This design comes from an exercise in tuning for small area, a short achievable clock period and few clock cycles per item on the open sky130 flow, not from production work.
Only simulation tests tie the RTL to the original design; equivalence was not proved.

==> design.v <==
`default_nettype none
module mmn_store #(
  parameter int N = 66,
  parameter int T = 64
) (
  input  wire logic        clk,
  input  wire logic        ins,
  input  wire logic [31:0] din,
  output logic [31:0]      tap
);
  logic [31:0] r [0:N-1];
  always_ff @(posedge clk) begin
    r[0] <= ins ? din : r[N-1];
    for (int i = 1; i < N; i++) begin
      r[i] <= r[i-1];
    end
  end
  assign tap = r[T];
endmodule
`default_nettype wire
`default_nettype none
module mmn_job_fifo #(
  parameter int J = 4,
  parameter int W = 71
) (
  input  wire logic         clk,
  input  wire logic         rst,
  input  wire logic         wr_en,
  input  wire logic [W-1:0] wr_data,
  input  wire logic         rd_en,
  output logic [W-1:0]      rd_data
);
  localparam int PW = (J > 1) ? $clog2(J) : 1;
  logic [W-1:0]  slots [0:J-1];
  logic [PW-1:0] wp;
  logic [PW-1:0] rp;
  assign rd_data = slots[rp];
  always_ff @(posedge clk) begin
    if (wr_en) begin
      slots[wp] <= wr_data;
    end
  end
  always_ff @(posedge clk) begin
    if (rst) begin
      wp <= '0;
      rp <= '0;
    end else begin
      if (wr_en) begin
        wp <= (wp == PW'(J - 1)) ? '0 : wp + PW'(1);
      end
      if (rd_en) begin
        rp <= (rp == PW'(J - 1)) ? '0 : rp + PW'(1);
      end
    end
  end
endmodule
`default_nettype wire
`default_nettype none
module mmn_front #(
  parameter int N = 66,
  parameter int J = 4
) (
  input  wire logic         clk,
  input  wire logic         rst,
  input  wire logic         push,
  input  wire logic [32:0]  item,
  output logic              full,
  input  wire logic         cons,      
  input  wire logic         dpop,      
  output logic              ins,
  output logic [31:0]       din,
  output logic              at_head,
  output logic              d_avail,
  output logic              d_wr,
  output logic [70:0]       d_data     
);
  localparam int CW = 7;
  localparam int DW = 4;
  logic               b_v;
  logic [32:0]        b_d;
  logic               full_q;
  logic               nf;
  logic [6:0]         fill;
  logic signed [31:0] run_min;
  logic signed [31:0] run_max;
  logic               fd;
  logic [CW-1:0]      cnt;
  logic [CW-1:0]      a;
  logic [CW-1:0]      g;
  logic [DW-1:0]      dcnt;
  function automatic logic leave_f(input logic last_i, input logic nf_i,
                                   input logic [6:0] fill_i, input logic [CW-1:0] cnt_i,
                                   input logic [CW-1:0] g_i, input logic [DW-1:0] dcnt_i,
                                   input logic fd_i);
    logic kept_i;
    logic allowed_i;
    logic dspace_i;
    kept_i    = nf_i || (fill_i != 7'd64);
    allowed_i = (cnt_i == '0) || ((g_i == '0) && (cnt_i != CW'(N)));
    dspace_i  = ((dcnt_i + DW'(fd_i)) < DW'(J));
    leave_f = (!kept_i || allowed_i) && (!last_i || dspace_i);
  endfunction
  logic               b_last;
  logic signed [31:0] b_x;
  logic               leave;
  logic               kept;
  logic               acc;
  assign b_last = b_d[0];
  assign b_x    = b_d[32:1];
  assign kept   = nf || (fill != 7'd64);
  assign leave  = b_v && leave_f(b_last, nf, fill, cnt, g, dcnt, fd);
  assign ins    = leave && kept;
  assign acc    = push && !full_q;
  assign din    = b_x;
  assign full   = full_q;
  logic               b_v_n;
  logic [32:0]        b_d_n;
  logic               nf_n;
  logic [6:0]         fill_n;
  logic [CW-1:0]      cnt_n;
  logic [CW-1:0]      g_base;
  logic [CW-1:0]      g_n;
  logic [CW-1:0]      a_n;
  logic               fd_n;
  logic [DW-1:0]      dcnt_n;
  logic               full_n;
  always_comb begin
    b_v_n  = acc || (b_v && !leave);
    b_d_n  = acc ? item : b_d;
    nf_n   = leave ? b_last : nf;
    fill_n = ins ? (nf ? 7'd1 : fill + 7'd1) : fill;
    cnt_n  = cnt + CW'(ins) - CW'(cons);
    g_base = (cnt == '0) ? '0 : g;
    g_n    = ins ? '0 : ((g_base == '0) ? CW'(N - 1) : g_base - CW'(1));
    if (cnt == '0) begin
      a_n = CW'(N - 2);
    end else if (cons) begin
      a_n = a;
    end else begin
      a_n = (a == '0) ? CW'(N - 1) : a - CW'(1);
    end
    fd_n   = leave && b_last;
    dcnt_n = dcnt + DW'(fd) - DW'(dpop);
    if (rst) begin
      b_v_n  = 1'b0;
      nf_n   = 1'b1;
      fill_n = '0;
      cnt_n  = '0;
      fd_n   = 1'b0;
      dcnt_n = '0;
    end
    full_n = b_v_n && !leave_f(b_d_n[0], nf_n, fill_n, cnt_n, g_n, dcnt_n, fd_n);
  end
  always_ff @(posedge clk) begin
    b_v    <= b_v_n;
    b_d    <= b_d_n;
    nf     <= nf_n;
    fill   <= fill_n;
    cnt    <= cnt_n;
    g      <= g_n;
    a      <= a_n;
    fd     <= fd_n;
    dcnt   <= dcnt_n;
    full_q <= full_n;
  end
  always_ff @(posedge clk) begin
    if (ins) begin
      if (nf || (b_x < run_min)) begin
        run_min <= b_x;
      end
      if (nf || (b_x > run_max)) begin
        run_max <= b_x;
      end
    end
  end
  logic [31:0] span;
  logic        pt;
  assign span    = run_max - run_min;
  assign pt      = (run_max == run_min);
  assign d_wr    = fd;
  assign d_data  = {run_min, (pt ? run_min : span), pt, 6'(fill - 7'd1)};
  assign at_head = (cnt != '0) && (a == '0);
  assign d_avail = (dcnt != '0);
endmodule
`default_nettype wire
`default_nettype none
module mmn_back (
  input  wire logic        clk,
  input  wire logic        rst,
  input  wire logic        in_v,
  input  wire logic [31:0] in_rem,
  input  wire logic [31:0] in_sp,
  input  wire logic        in_pt,
  input  wire logic        in_last,
  output logic             en,
  input  wire logic        pop,
  output logic             empty,
  output logic [33:0]      result
);
  localparam int S = 16;
  logic        v   [0:S-1];
  logic [31:0] rem [0:S-1];
  logic [31:0] sp  [0:S-1];
  logic        pt  [0:S-1];
  logic        lst [0:S-1];
  logic        eq  [1:S-1];
  logic [15:0] q   [1:S-1];
  logic        o_v;
  logic        s_v;
  logic [33:0] o_d;
  logic [33:0] s_d;
  assign en = !s_v;
  always_ff @(posedge clk) begin
    if (rst) begin
      v[0] <= 1'b0;
    end else if (en) begin
      v[0] <= in_v;
    end
    if (en) begin
      rem[0] <= in_rem;
      sp[0]  <= in_sp;
      pt[0]  <= in_pt;
      lst[0] <= in_last;
    end
  end
  for (genvar j = 1; j < S; j++) begin : g_st
    logic [32:0] trial;
    logic [33:0] diff;
    logic        fits;
    assign trial = {rem[j-1], 1'b0};
    assign diff  = {1'b0, trial} - {2'b0, sp[j-1]};
    assign fits  = !diff[33];
    always_ff @(posedge clk) begin
      if (rst) begin
        v[j] <= 1'b0;
      end else if (en) begin
        v[j] <= v[j-1];
      end
      if (en) begin
        rem[j] <= fits ? diff[31:0] : trial[31:0];
        sp[j]  <= sp[j-1];
        pt[j]  <= pt[j-1];
        lst[j] <= lst[j-1];
      end
    end
    if (j == 1) begin : g_first
      always_ff @(posedge clk) begin
        if (en) begin
          eq[j]   <= (rem[0] == sp[0]);
          q[j][0] <= fits;
        end
      end
    end else begin : g_rest
      always_ff @(posedge clk) begin
        if (en) begin
          eq[j]        <= eq[j-1];
          q[j][j-1:0]  <= {q[j-1][j-2:0], fits};
        end
      end
    end
  end
  logic [32:0] l_trial;
  logic [33:0] l_diff;
  logic [15:0] quo;
  logic [31:0] value;
  logic [33:0] res;
  logic        res_v;
  assign l_trial = {rem[S-1], 1'b0};
  assign l_diff  = {1'b0, l_trial} - {2'b0, sp[S-1]};
  assign quo     = {q[S-1][S-2:0], !l_diff[33]};
  assign value   = pt[S-1] ? sp[S-1] : (eq[S-1] ? 32'h0001_0000 : {16'b0, quo});
  assign res     = {value, pt[S-1], lst[S-1]};
  assign res_v   = en && v[S-1];
  always_ff @(posedge clk) begin
    if (rst) begin
      o_v <= 1'b0;
      s_v <= 1'b0;
    end else if (s_v) begin
      if (pop) begin
        s_v <= 1'b0;
      end
    end else if (res_v) begin
      if (o_v && !pop) begin
        s_v <= 1'b1;
      end
      o_v <= 1'b1;
    end else if (pop) begin
      o_v <= 1'b0;
    end
  end
  always_ff @(posedge clk) begin
    if (s_v) begin
      if (pop) begin
        o_d <= s_d;
      end
    end else if (res_v) begin
      if (o_v && !pop) begin
        s_d <= res;
      end else begin
        o_d <= res;
      end
    end
  end
  assign empty  = !o_v;
  assign result = o_d;
endmodule
`default_nettype wire
`default_nettype none
module min_max_normalize_top #(
  parameter int MAX_ELEMENTS = 64
) (
  input  wire logic        clk,
  input  wire logic        rst,
  input  wire logic        push,
  output logic             full,
  input  wire logic [32:0] item,     
  output logic             empty,
  input  wire logic        pop,
  output logic [33:0]      result    
);
  localparam int N = MAX_ELEMENTS + 2;
  localparam int T = N - 2;
  localparam int J = 4;
  logic        ins;
  logic [31:0] din;
  logic [31:0] tap;
  logic        at_head;
  logic        d_avail;
  logic        d_wr;
  logic [70:0] d_wdata;
  logic [70:0] d_head;
  logic        en;
  logic        cons;
  logic        dpop;
  logic [5:0]  k;
  logic        is_last;
  logic [31:0] d_min;
  logic [31:0] d_spx;
  logic        d_pt;
  logic [5:0]  d_cm1;
  assign {d_min, d_spx, d_pt, d_cm1} = d_head;
  assign cons    = at_head && d_avail && en;
  assign is_last = (k == d_cm1);
  assign dpop    = cons && is_last;
  always_ff @(posedge clk) begin
    if (rst) begin
      k <= '0;
    end else if (cons) begin
      k <= is_last ? '0 : k + 6'd1;
    end
  end
  mmn_front #(
    .N(N),
    .J(J)
  ) u_front (
    .clk(clk),
    .rst(rst),
    .push(push),
    .item(item),
    .full(full),
    .cons(cons),
    .dpop(dpop),
    .ins(ins),
    .din(din),
    .at_head(at_head),
    .d_avail(d_avail),
    .d_wr(d_wr),
    .d_data(d_wdata)
  );
  mmn_store #(
    .N(N),
    .T(T)
  ) u_store (
    .clk(clk),
    .ins(ins),
    .din(din),
    .tap(tap)
  );
  mmn_job_fifo #(
    .J(J),
    .W(71)
  ) u_jobs (
    .clk(clk),
    .rst(rst),
    .wr_en(d_wr),
    .wr_data(d_wdata),
    .rd_en(dpop),
    .rd_data(d_head)
  );
  mmn_back u_back (
    .clk(clk),
    .rst(rst),
    .in_v(cons),
    .in_rem(tap - d_min),
    .in_sp(d_spx),
    .in_pt(d_pt),
    .in_last(is_last),
    .en(en),
    .pop(pop),
    .empty(empty),
    .result(result)
  );
endmodule
`default_nettype wire
==> run.sh <==
#!/bin/bash
# synth_recipe.tcl (not shown) runs the flow's synth.tcl, then flattens the netlist and writes it again
# the make line also repeats each setting of config.mk as NAME=value (left out here)
make -C /OpenROAD-flow-scripts/flow DESIGN_CONFIG=/design/flow/config.mk WORK_HOME=/design/flow/orfs CLKGATE_MAP_FILE= SYNTH_SCRIPT=/design/flow/synth_recipe.tcl finish
==> config.mk <==
export PLATFORM = sky130hd
export DESIGN_NAME = min_max_normalize_top
export DESIGN_NICKNAME = min_max_normalize_top
export VERILOG_FILES = /design/flow/design.v
export SDC_FILE = /design/flow/constraint.sdc
export NUM_CORES = 4
export LEC_CHECK = 0
export CAP_MARGIN = 20
export CORE_MARGIN = 2
export CORE_UTILIZATION = 45
export PLACE_DENSITY = 0.6
export SLEW_MARGIN = 20
==> constraint.sdc <==
create_clock -name core_clock -period 8.0 [get_ports {clk}]
set_input_delay 1.6000 -clock core_clock [delete_from_list [all_inputs] [get_ports {clk}]]
set_output_delay 1.6000 -clock core_clock [all_outputs]
set_load 0.01 [all_outputs]
==> results of run 1 <==
## final timing paths
kind	startpoint	to	slack, ps	cells after the start
max reg2reg	u_front.cnt[3]$_DFF_P_	u_front.full_q$_DFF_P_	3030	23
max	u_front.cnt[3]$_DFF_P_	u_front.full_q$_DFF_P_	3030	23
min reg2reg	u_store.r[4][23]$_DFF_P_	u_store.r[5][23]$_DFF_P_	290	0
min	u_store.r[4][23]$_DFF_P_	u_store.r[5][23]$_DFF_P_	290	0
## Yosys cell counts (all sizes together), types with 55 or more instances
library cell	instances	area (um^2)
nand2b	142	888
nand2	683	2570
edfxtp	1639	49200
clkbuf	112	420
dfxtp	2179	43600
xor2	208	1820
nor3	91	492
mux2	102	1150
o21ai	595	2980
mux4	71	1600
o21a	81	608
nor2	443	1670
nand3	131	656
ha	646	8080
nand4	71	444
o31ai	55	418
a21o	207	1550
xnor2	256	2240
inv	761	2860
a21oi	615	3080
nor2b	99	619
## cell type report
type / instances / area share [%]
diodes: 7 / 0.0116
clock buffers: 508 / 7.08
clock inverters: 179 / 1.35
inverters: 763 / 1.90
multi-input cells: 5188 / 24.2
flip-flops and latches: 3818 / 61.4
well taps: 3919 / 3.24
repair buffers: 126 / 0.775
## registers in the layout, indices dropped and copies added, names as in the netlist, 2 cells and up, named ones only
| name | count |
|---|---|
| u_front.run_min | 32 |
| u_front.b_d | 33 |
| u_front.dcnt | 4 |
| u_front.fill | 7 |
| u_back.sp | 512 |
| u_jobs.wp | 2 |
| u_back.q | 120 |
| u_front.cnt | 7 |
| u_back.eq | 15 |
| u_back.pt | 16 |
| u_back.rem | 512 |
| u_front.a | 7 |
| u_jobs.rp | 2 |
| u_front.g | 7 |
| u_back.lst | 16 |
| u_back.o_d | 34 |
| u_back.s_d | 34 |
| u_front.run_max | 32 |
| u_jobs.slots | 284 |
| k | 6 |
| u_back.v | 16 |
| u_store.r | 2112 |
## stage by stage
| step | worst slack [ps] | cell area, um^2 | hold WS (ps) |
|---|---|---|---|
| after floorplan | 913 | 133000 | 310 |
| after global placement | 2900 | 138000 | 310 |
| after detailed placement | 2950 | 138000 | 312 |
| after CTS | 2930 | 151000 | 289 |
| after global routing | 2570 | 151000 | 287 |
| final | 3030 | 151000 | 292 |
## layer usage
metal | wire [um] | GRT usage [%] | vias up | share of wire [%]
met2 | 125000 | 29.6 | 1390 | 50
met5 | 0 | 0 | - | 0
met3 | 9430 | 2.54 | 592 | 3.8
met1 | 103000 | 19.3 | 34700 | 41
li1 | - | - | 35900 | -
met4 | 13500 | 8.57 | 0 | 5.4
## cells by family after synthesis
kind of cell,count (synthesis),synth area share (%)
DFF,3818,69.8
AOI/OAI and AO/OA,1974,9.14
and+or+nand+nor,1874,6.60
buffers and inverters,924,2.65
adders and majority gates,664,6.35
xor gates and xnor gates,464,3.06
muxes,212,2.36
==> qor.yml, run 1 <==
logic_synthesis:
  synth-edff-count: 1639
  synth-seq-cells: 3818
  synth_nets: 10600
  syn_avg_cell_area_um2: 13.4
  yosysWarnings: 13
  synth.distinct_cells: 92
  ys.flop_type: "dfxtp_1"
  syn_area_um2: 133000
  synth-seq-area-share_pct: 69.8
  async_flop_share_pct: 0
  synth_cells: 9930
critical_path:
  slowest_delay_ps: 580
  timing.critical_path.mode_cell: "ha_1"
  path_cells: "inv_1 > ha_1 > nand3b_1 > nor3_1 > nor2_1 > a21oi_1 > nand2_2 > nor2_2 > inv_2 > buf_4 > ha_1 > inv_1 > ha_1 > fa_1 > a21oi_1 > o21bai_1 > xnor2_1 > nor2_1 > or4_1 > nor4_1 > o21a_1 > o21ai_0 > a41oi_1"
  end_kind: "flop"
  start_kind: "flop"
  critPathArrivalTime_ps: 5790
  required_ps: 8830
  path_max_fanout: 29
  crit_type: "reg -> reg"
  cp_top_family: "simple AND/OR/NAND/NOR gates"
  crit_slowest_cell: "or4_1"
  worst-path-buf-inv: 4
cells_and_area:
  register_area_um2: 92800
  syn_to_final_growth_pct: 13.8
  fin_nets: 11000
  fillCellCount: 24500
  fin_cells: 14500
  final_common_cell: "dfxtp_1"
  drive_above_1_share_pct: 8.69
  multi_input_area_um2: 36700
  layout.cells.most_common_list: "dfxtp_1 (2176), edfxtp_1 (1639), inv_1 (754)"
  fin_util_pct: 51.5
outcome:
  status: "complete, no violations"
sta:
  final.setup.tns_ps: 0
  worst_pin_slew_ps: 1120
  setup_viol_count_final: 0
  relSlewSlack_pct: 25.1
  hold_violations: 0
  finalCritPeriodShare_pct: 62.1
  rsz0062_at_grt: "no"
  slew_violations: 0
  fin_crit_ps: 4970
  max_clock_freq_mhz: 201
  finClkSkew_ps: 67.0
cts:
  htree_levels: 5
  insertion_delay_ps: 920
  post_cts_buffers: 0
  post_cts_resized: 0
  clk_pin_slew_ps: 70
  clock_tree.root_cell: "clkbuf_16"
  numClockSinks: 3818
  cts_hold_buf: 0
  clockBufferDepth: 4
  cts_tree: "yes"
  cts-buffers-inserted: 374
die:
  start_util_pct: 45.2
  die_w_um: 547
  die_y_um: 547
  rows: 199
  die-area_um2: 300000
  fp.coreArea_um2: 294000
  io_pins: 73
placed_design:
  hpwl_um: 177000
  io_buffers: 72
  dpl.cell_count: 13800
  finalWeightedCongestion: 0.904
flow_run:
  cap_violations: 0
drt:
  drtAntennaViolNets: 0
  vias: 72500
  drt_iter0_drc: 4252
  wl_per_cell_um: 17.3
  dr.pass1.iters: 18
  wl_um: 251000
  vias_per_cell: 5.00
  route.detailed.drc: 0
global_route:
  grt_usage_pct: 16.6
  grt_pass1_vias: 74600
  grt_max_degree: 161
  grt-ovfl-total: 0
  antenna_found_initial: 7
  grt_pass1_wl_um: 399000
worst_hold_path:
  hold_path_class: "reg -> reg"
Testbench counts, summed over its fixed seeds: cycles 9,932, items 9,268.
==> inputs of run 2 (changes only) <==
--- a/design.v
+++ b/design.v
@@ -20,37 +20,58 @@
 `default_nettype wire
 `default_nettype none
 module mmn_job_fifo #(
-  parameter int J = 4,
+  parameter int J = 3,
   parameter int W = 71
 ) (
   input  wire logic         clk,
   input  wire logic         rst,
   input  wire logic         wr_en,
   input  wire logic [W-1:0] wr_data,
-  input  wire logic         rd_en,
-  output logic [W-1:0]      rd_data
+  input  wire logic         rd_en,      
+  output logic              cur_v,
+  output logic [W-1:0]      cur
 );
   localparam int PW = (J > 1) ? $clog2(J) : 1;
+  localparam int CW = $clog2(J + 1);
   logic [W-1:0]  slots [0:J-1];
   logic [PW-1:0] wp;
   logic [PW-1:0] rp;
-  assign rd_data = slots[rp];
+  logic [CW-1:0] fc;
+  logic load;
+  logic from_fifo;
+  logic from_wr;
+  logic fifo_wr;
+  assign load      = !cur_v || rd_en;
+  assign from_fifo = load && (fc != '0);
+  assign from_wr   = load && (fc == '0) && wr_en;
+  assign fifo_wr   = wr_en && !from_wr;
   always_ff @(posedge clk) begin
-    if (wr_en) begin
+    if (fifo_wr) begin
       slots[wp] <= wr_data;
     end
+    if (from_fifo) begin
+      cur <= slots[rp];
+    end else if (from_wr) begin
+      cur <= wr_data;
+    end
   end
   always_ff @(posedge clk) begin
     if (rst) begin
-      wp <= '0;
-      rp <= '0;
+      wp    <= '0;
+      rp    <= '0;
+      fc    <= '0;
+      cur_v <= 1'b0;
     end else begin
-      if (wr_en) begin
+      if (fifo_wr) begin
         wp <= (wp == PW'(J - 1)) ? '0 : wp + PW'(1);
       end
-      if (rd_en) begin
+      if (from_fifo) begin
         rp <= (rp == PW'(J - 1)) ? '0 : rp + PW'(1);
       end
+      fc <= fc + CW'(fifo_wr) - CW'(from_fifo);
+      if (load) begin
+        cur_v <= (fc != '0) || wr_en;
+      end
     end
   end
 endmodule
@@ -326,6 +347,7 @@
   logic [31:0] tap;
   logic        at_head;
   logic        d_avail;
+  logic        d_cur_v;
   logic        d_wr;
   logic [70:0] d_wdata;
   logic [70:0] d_head;
@@ -339,7 +361,7 @@
   logic        d_pt;
   logic [5:0]  d_cm1;
   assign {d_min, d_spx, d_pt, d_cm1} = d_head;
-  assign cons    = at_head && d_avail && en;
+  assign cons    = at_head && d_cur_v && en;
   assign is_last = (k == d_cm1);
   assign dpop    = cons && is_last;
   always_ff @(posedge clk) begin
@@ -377,7 +399,7 @@
     .tap(tap)
   );
   mmn_job_fifo #(
-    .J(J),
+    .J(J - 1),
     .W(71)
   ) u_jobs (
     .clk(clk),
@@ -385,7 +407,8 @@
     .wr_en(d_wr),
     .wr_data(d_wdata),
     .rd_en(dpop),
-    .rd_data(d_head)
+    .cur_v(d_cur_v),
+    .cur(d_head)
   );
   mmn_back u_back (
     .clk(clk),
==> qor.yml, run 2 <==
drt:
  drt_iter0_drc: 4200  # -1.2%
  route.detailed.drc: 0  # unchanged
  vias_per_cell: 5.03  # +0.53%
  vias: 74700  # +3.0%
  drtAntennaViolNets: 0  # unchanged
  wl_um: 248000  # -1.2%
  dr.pass1.iters: 8  # -10
  wl_per_cell_um: 16.7  # -3.6%
critical_path:
  critPathArrivalTime_ps: 5700  # -90 ps
  slowest_delay_ps: 580  # about the same
  required_ps: 8850  # +20 ps
  cp_top_family: "compound AO/OA/AOI/OAI gates"
  end_kind: "flop"
  path_cells: "or4_4 > o41ai_2 > o21a_1 > and4b_1 > inv_2 > buf_4 > ha_1 > inv_1 > ha_1 > fa_1 > a21oi_1 > o21bai_1 > a21oi_1 > nor2_1 > o21a_1 > or3_1 > a31oi_1 > a311o_1 > o41ai_2 > a21boi_1"
  crit_type: "reg -> reg"
  start_kind: "flop"
  path_max_fanout: 49  # +69%
  worst-path-buf-inv: 3  # -1
  crit_slowest_cell: "or4_4"
die:
  fp.coreArea_um2: 297000  # +1.0%
  rows: 200  # +0.50%
  io_pins: 73  # unchanged
  die-area_um2: 303000  # +1.0%
  die_w_um: 550  # +0.51%
  start_util_pct: 45.2  # about the same
  die_y_um: 550  # +0.51%
cells_and_area:
  fin_nets: 11300  # +3.0%
  fillCellCount: 24900  # +1.5%
  register_area_um2: 92900  # about the same
  multi_input_area_um2: 38000  # +3.6%
  fin_cells: 14900  # +2.5%
  syn_to_final_growth_pct: 14.1
  regMostFlops: "u_store.r"
  layout.cells.most_common_list: "dfxtp_1 (2179), edfxtp_1 (1639), inv_1 (739)"
  top_regs: "u_store.r: 2112 flops, u_back.rem: 512 flops, u_back.sp: 512 flops"
  largest_reg_flops: 2112  # unchanged
  drive_above_1_share_pct: 8.16  # -0.53 points
  final_cell_area_um2: 153000  # +1.3%
  final_common_cell: "dfxtp_1"
logic_synthesis:
  synth-seq-area-share_pct: 69.2  # -0.67 points
  yosysTopAreaCell: "edfxtp_1"
  synth_cells: 10300  # +3.7%
  yosysMostFrequentCell: "dfxtp_1"
  synth.area.top_cells: "edfxtp_1 (37%), dfxtp_1 (33%), ha_1 (6.0%)"
  synth_nets: 11000  # +3.5%
  syn_avg_cell_area_um2: 13.0  # -2.6%
  ys.flop_type: "dfxtp_1"
  syn_area_um2: 134000  # +1.0%
  synth_commonest_cells: "dfxtp_1 (2182), edfxtp_1 (1639), inv_1 (738), nand2_1 (713), a21oi_1 (677)"
  async_flop_share_pct: 0  # unchanged
  yosysWarnings: 13  # unchanged
  synth.distinct_cells: 92  # unchanged
  synth-seq-cells: 3821  # +0.079%
  synth_top_area_share_pct: 36.6  # -0.38 points
  synth-edff-count: 1639  # unchanged
sta:
  max_clock_freq_mhz: 206  # +2.4%
  setup_ws_ps: 3150  # +117 ps
  whs_ps: 268  # -24.2 ps
  relSlewSlack_pct: 33.4  # +8.3 points
  finalCritPeriodShare_pct: 60.6  # -1.5 points
  rsz0062_at_grt: "no"
  hold_violations: 0  # unchanged
  finClkSkew_ps: 83.4  # +16.4 ps
  worst_pin_slew_ps: 995  # -124 ps
  final.setup.tns_ps: 0  # unchanged
  setup_viol_count_final: 0  # unchanged
  fin_crit_ps: 4850  # -117 ps
  slew_violations: 0  # unchanged
placed_design:
  finalWeightedCongestion: 0.902  # -0.22%
  dp_slack_ps: 3180  # +222 ps
  dpl_cell_area_um2: 140000  # +0.95%
  hpwl_um: 173000  # -2.3%
  dpl.cell_count: 14200  # +2.6%
  io_buffers: 72  # unchanged
global_route:
  antenna_found_initial: 6  # -1
  grt-ovfl-total: 0  # unchanged
  grt_max_degree: 157  # -2.5%
  grt_pass1_wl_um: 398000  # about the same
  grt_pass1_vias: 75400  # +1.1%
  grt_usage_pct: 16.2  # -0.39 points
outcome:
  status: "complete, no violations"
flow_run:
  cap_violations: 0  # unchanged
cts:
  post_cts_resized: 0  # unchanged
  numClockSinks: 3821  # +0.079%
  cts-buffers-inserted: 374  # unchanged
  cts_tree: "yes"
  cts_hold_buf: 0  # unchanged
  clock_tree.root_cell: "clkbuf_16"
  insertion_delay_ps: 920  # about the same
  clk_pin_slew_ps: 60  # about the same
  htree_levels: 5  # unchanged
  clockBufferDepth: 4  # unchanged
  post_cts_buffers: 0  # unchanged
worst_hold_path:
  hold_path_class: "reg -> reg"
[run 2: cell count changes in the layout (fill, tap and decap cells not counted), moves of 22 or more]
cell	previous run	this run
nor2_1	441	567
a21oi_1	614	677
nand2_1	682	712
a31oi_1	49	72
mux4_2	71	0
a21o_1	207	238
mux2_2	101	129
xor2_1	208	245
mux2i_1	39	105
o21a_1	81	117
nand3_1	131	103
nand2b_1	142	118
o31ai_1	54	32
[run 2: path summary, 6_finish.rpt]
kind                                                start                        end  slack [ps]  cells past startpoint
worst max-delay path                 u_front.g[2]$_DFF_P_     u_front.full_q$_DFF_P_        3150                     20
worst min-delay path            u_store.r[23][20]$_DFF_P_  u_store.r[24][20]$_DFF_P_         270                      0
worst min register to register  u_store.r[23][20]$_DFF_P_  u_store.r[24][20]$_DFF_P_         270                      0
worst max register to register       u_front.g[2]$_DFF_P_     u_front.full_q$_DFF_P_        3150                     20
[run 2: logic make-up after synthesis]
group                      synth area share [%]
AOI/OAI and AO/OA                          9.70
xor gates and xnor gates                   3.33
adders and majority gates                  6.26
buffers and inverters                      2.67
DFF                                        69.2
muxes                                      1.91
and+or+nand+nor                            6.94
[run 2: layer usage]
layer	track usage (%)	vias up	share of wire, %
li1	-	37000	-
met1	20.4	35800	44
met2	28.1	1374	49
met3	2.11	581	3.5
met4	6.67	0	3.9
met5	0	-	0
[run 2: final cells by class]
class,instances,area share (%)
well taps,3939,3.22
repair buffers,124,0.776
clock buffers,522,7.18
diodes,4,0.00653
inverters,742,1.82
flip-flops and latches,3821,60.6
multi-input cells,5542,24.8
clock inverters,176,1.58
[run 2: through the flow]
stage | util (%)
6_report | 51.6
2_1_floorplan | -
3_3_place_gp | 47.1
5_1_grt | 51.6
3_5_place_dp | 47.1
4_1_cts | 51.6
[run 2: worst reg2reg max path: stages, from the launching register on]
cell	delay [ps]
dfxtp_1	370
or4_4	580
o41ai_2	330
o21a_1	270
and4b_1	270
inv_2	50
buf_4	300
ha_1	380
inv_1	40
ha_1	200
fa_1	410
a21oi_1	150
o21bai_1	110
a21oi_1	170
nor2_1	70
o21a_1	160
or3_1	380
a31oi_1	160
a311o_1	170
o41ai_2	70
a21boi_1	140
Testbench counts of run 2, summed over its fixed seeds: cycles 9,932, items 9,268.

-- what the ideal ports hide --
The flow's constraints put no driver on any port. The routed layouts listed below were extracted and timed again, unchanged, in two steps.
Step 1: set_driving_cell puts a clkbuf_16 on clk and a buf_2 on each other input, an assumption about the parent block.
Step 2, shift: input delay + t, output delay - t, t = (earliest + latest rising clock arrival at the registers) / 2. This alone moves slack from input paths to output paths.
a / b / c = ideal / step 1 / step 2; a / b = the first two.
run	t, ns	setup slack, ns	worst setup path at the end	pins driven straight from the clock port
run 1	0.973	3.033 / 3.033 / 3.033	register to register	1
run 2	0.991	3.149 / 3.149 / 3.149	register to register	1
After both steps every run listed still meets setup and hold.
